This design comes from an exercise in tuning for small area on the open sky130 flow, not from production work. Function was checked by simulation only, so behaviour that the tests miss may differ from the original. No activity file was given, so power comes from the tool's default toggle rates.

## fm_voice
module fm_voice (
	input logic clk37,
	input logic rst,
	input logic cmd_valid,
	input logic [31:0] cmd_data,
	output logic signed [15:0] sample,
	output logic sample_valid,
	output logic cmd_busy
);
Settings: LEC_CHECK=0, ABC_AREA=1, CAP_MARGIN=20, CORE_MARGIN=2, CORE_UTILIZATION=73, PLACE_DENSITY=0.83, SLEW_MARGIN=20; clock period 10.0 ns.
standard.sh (not shown) runs the stock make flow with config.mk's settings and CLKGATE_MAP_FILE= SYNTH_SCRIPT=/design/flow/synth_recipe.tcl, a recipe that flattens the netlist after the stock synthesis.
==> flow/flow/run.sh <==
#!/bin/bash
# The standard layout (standard.sh) with two changes: the input and output
# ports are buffered with the smallest buffer (buf_1), and clock tree synthesis
# adds no dummy loads to balance the tree (leaf clusters of up to 30 sinks,
# clkbuf_16 only). The full tool output goes to standard.log here and to the
# ORFS logs under orfs/logs.
set -e
cd "$(dirname "$0")/.."
export BUFFER_PORTS_ARGS="-buffer_cell sky130_fd_sc_hd__buf_1"
export CTS_ARGS="-sink_clustering_enable -repair_clock_nets -dont_use_dummy_load -sink_clustering_size 30 -sink_clustering_max_diameter 60 -buf_list sky130_fd_sc_hd__clkbuf_16"
bash standard.sh > standard.log 2>&1
Next try:
==> flow/flow/run.sh (replaced) <==
#!/bin/bash
# The standard layout (standard.sh), except that clock tree synthesis adds
# no dummy loads to balance the tree. The full tool output goes to standard.log
# here and to the ORFS logs under orfs/logs.
set -e
cd "$(dirname "$0")/.."
export BUFFER_PORTS_ARGS="-buffer_cell sky130_fd_sc_hd__buf_1"
export REMOVE_ABC_BUFFERS=1
export CTS_ARGS="-sink_clustering_enable -repair_clock_nets -dont_use_dummy_load -sink_clustering_size 30 -sink_clustering_max_diameter 60 -buf_list sky130_fd_sc_hd__clkbuf_16"
bash standard.sh > standard.log 2>&1
- CORE_UTILIZATION: 73 -> 70
- CTS_BUF_LIST: unset -> sky130_fd_sc_hd__clkbuf_16
- CTS_CLUSTER_DIAMETER: unset -> 60
- CTS_CLUSTER_SIZE: unset -> 30
- PLACE_DENSITY: 0.83 -> 0.8
The new run completed without violations.
Clock-buffer cell count stays the same.
Hold slack hardly moves.
Synthesized area does not change.
Utilization went down by 2.7 points.
Wire length falls by about 7%.
Combinational power shrinks by about 2%.
Via count goes down by 3.0%.
Setup slack improved by 0.086 ns.
Power hardly moves.
Register-to-register slack gains 0.09 ns.
Die area goes up by 4.2%.
Next try:
--- a/flow/flow/run.sh
+++ b/flow/flow/run.sh
@@ -8 +7,0 @@
-export REMOVE_ABC_BUFFERS=1
- CORE_UTILIZATION: 70 -> 75
- CTS_BUF_LIST: sky130_fd_sc_hd__clkbuf_16 -> unset
- CTS_CLUSTER_DIAMETER: 60 -> unset
- CTS_CLUSTER_SIZE: 30 -> unset
- PLACE_DENSITY: 0.8 -> 0.85
Result: Clock power is lower by about 2%. Cell count decreases by 1.7%. Design area decreases by 0.44%. Clock skew went down by 0.0075 ns. Routed wire length climbs by 12%. Maximum frequency came out lower by 2.2%. Non-clock buffer count fell by 11. Sequential power is about the same. Utilization increases by 5.0 points. First-iteration DRC count went up by 21%. Worst setup slack degrades by 0.21 ns.
Next try:
--- a/flow/flow/run.sh
+++ b/flow/flow/run.sh
@@ -7 +6,0 @@
-export BUFFER_PORTS_ARGS="-buffer_cell sky130_fd_sc_hd__buf_1"
- CORE_UTILIZATION: 75 -> 70
- CTS_BUF_LIST: unset -> sky130_fd_sc_hd__clkbuf_16
- CTS_CLUSTER_DIAMETER: unset -> 60
- CTS_CLUSTER_SIZE: unset -> 30
- PLACE_DENSITY: 0.85 -> 0.8
What happened:
- The new run passed the timing, DRC and antenna checks
- sequential power hardly moves
- cell area rises slightly
- setup slack is better by 0.12 ns

raven:
fm_voice again, from the RTL that the note above started with.
## fm_voice
module fm_voice (
	input logic clk37,
	input logic rst,
	input logic cmd_valid,
	input logic [31:0] cmd_data,
	output logic signed [15:0] sample,
	output logic sample_valid,
	output logic cmd_busy
);
	localparam int NOPS = synth_pkg::NUM_OPS;
	logic [2:0] s;
	logic [2:0] s2;  
	logic [2:0] s3;  
	logic [2:0] s4;  
	logic started;  
	logic z2, z1, z0;  
	logic clr_f;  
	logic clr_e;
	assign s2 = (s >= 3'd4) ? s - 3'd4 : s + 3'd2;
	assign s3 = (s >= 3'd3) ? s - 3'd3 : s + 3'd3;
	assign s4 = (s >= 3'd2) ? s - 3'd2 : s + 3'd4;
	always_ff @(posedge clk37) begin
		if (rst) begin
			s <= 3'd3;
			started <= 1'b0;
			z2 <= 1'b1;
			z1 <= 1'b1;
			z0 <= 1'b1;
		end else begin
			s <= (s == 3'd5) ? 3'd0 : s + 3'd1;
			if (s == 3'd1) started <= 1'b1;
			if (started && s == 3'd3) z2 <= 1'b0;
			z1 <= z2;
			z0 <= z1;
		end
	end
	assign clr_f = rst || (z0 && !started && (s == 3'd3 || s == 3'd4));  
	assign clr_e = z2;
	logic [3:0] words_left;
	logic cur_env;  
	logic [2:0] cur_idx;
	logic gate;
	logic [5:0] mix_mask;
	logic [31:0] fld [1:7];  
	logic [31:0] last_q;  
	logic [2:0] eidx;  
	logic [2:0] fidx;  
	logic last_word;
	logic idx_ok;
	logic wr_env;
	logic wr_freq;
	assign cmd_busy = |words_left;
  ...
export LEC_CHECK = 0
export ABC_AREA = 1
export CAP_MARGIN = 20
export CORE_MARGIN = 2
export CORE_UTILIZATION = 70
export CTS_BUF_LIST = sky130_fd_sc_hd__clkbuf_16
export CTS_CLUSTER_DIAMETER = 60
export CTS_CLUSTER_SIZE = 30
export PLACE_DENSITY = 0.8
export SLEW_MARGIN = 20
create_clock -name core_clock -period 10.0 [get_ports {clk37}]
==> flow/flow/run.sh <==
#!/bin/bash
# The standard layout (standard.sh), except that clock tree synthesis adds
# no dummy loads to balance the tree. The full tool output goes to standard.log
# here and to the ORFS logs under orfs/logs.
set -e
cd "$(dirname "$0")/.."
export BUFFER_PORTS_ARGS="-buffer_cell sky130_fd_sc_hd__buf_1"
export CTS_ARGS="-sink_clustering_enable -repair_clock_nets -dont_use_dummy_load -sink_clustering_size 30 -sink_clustering_max_diameter 60 -buf_list sky130_fd_sc_hd__clkbuf_16"
bash standard.sh > standard.log 2>&1
raven: all stages complete, timing, DRC and antenna checks passed
Edits applied to the flow inputs when going from raven to tundra:
# raven
export LEC_CHECK = 0
export ABC_AREA = 1
export CAP_MARGIN = 20
export CORE_MARGIN = 2
export CORE_UTILIZATION = 70
export CTS_BUF_LIST = sky130_fd_sc_hd__clkbuf_16
export CTS_CLUSTER_DIAMETER = 60
export CTS_CLUSTER_SIZE = 30
export PLACE_DENSITY = 0.8
export SLEW_MARGIN = 20
create_clock -name core_clock -period 10.0 [get_ports {clk37}]
# tundra
export LEC_CHECK = 0
export ABC_AREA = 1
export CAP_MARGIN = 20
export CORE_MARGIN = 2
export CORE_UTILIZATION = 75
export PLACE_DENSITY = 0.85
export SLEW_MARGIN = 20
create_clock -name core_clock -period 10.0 [get_ports {clk37}]
==> flow/flow/run.sh <==
#!/bin/bash
# The standard layout (standard.sh) with two changes: the input and output
# ports are buffered with the smallest buffer (buf_1), and clock tree synthesis
# adds no dummy loads to balance the tree (leaf clusters of up to 28 sinks within 55 um,
# clkbuf_16 only). The full tool output goes to standard.log here and to the
# ORFS logs under orfs/logs.
set -e
cd "$(dirname "$0")/.."
export BUFFER_PORTS_ARGS="-buffer_cell sky130_fd_sc_hd__buf_1"
export CTS_ARGS="-sink_clustering_enable -repair_clock_nets -dont_use_dummy_load -sink_clustering_size 28 -sink_clustering_max_diameter 55 -buf_list sky130_fd_sc_hd__clkbuf_16"
bash standard.sh > standard.log 2>&1
## What came out
What tundra reported for well-tap cell count has to be multiplied by 1.08 to get the figure for raven. Per the comparison of tundra with raven, post-detailed-route via-to-cell ratio moved up, worst-case setup slack after placement moved down.

-- port drivers added, routing unchanged --
How much do the figures lean on ideal ports? The routed layouts below were timed once more, with nothing changed but the port constraints. Step 1 assumes that a clkbuf_16 drives the clock port and a buf_2 every other input. Step 2 adds t to the input delays and takes it off the output delays; t is the mean of the earliest and latest rising clock arrival at the registers after step 1. Input paths then give back, and output paths get back, about the clock's delay inside the block. Slacks: no drivers / after step 1 / after step 2; pairs: no drivers / after step 1.
| run | t (ns) | setup slack, ns | clock arrival spread, ns | pins driven straight from the clock port |
|---|---|---|---|---|
| the first run of note 1 | 0.780 | 0.326 / 0.326 / 0.326 | 0.117 / 0.118 | 1 |
| the second run of note 1 | 0.765 | 0.412 / 0.412 / 0.412 | 0.118 / 0.117 | 1 |
| the third run of note 1 | 0.768 | 0.200 / 0.200 / 0.200 | 0.116 / 0.116 | 1 |
| the fourth run of note 1 | 0.754 | 0.323 / 0.323 / 0.323 | 0.110 / 0.109 | 1 |
| raven | 0.757 | 0.402 / 0.402 / 0.402 | 0.133 / 0.133 | 1 |
| tundra | 0.791 | 0.180 / 0.180 / 0.180 | 0.107 / 0.107 | 1 |
After both steps setup and hold are still met in every run listed.
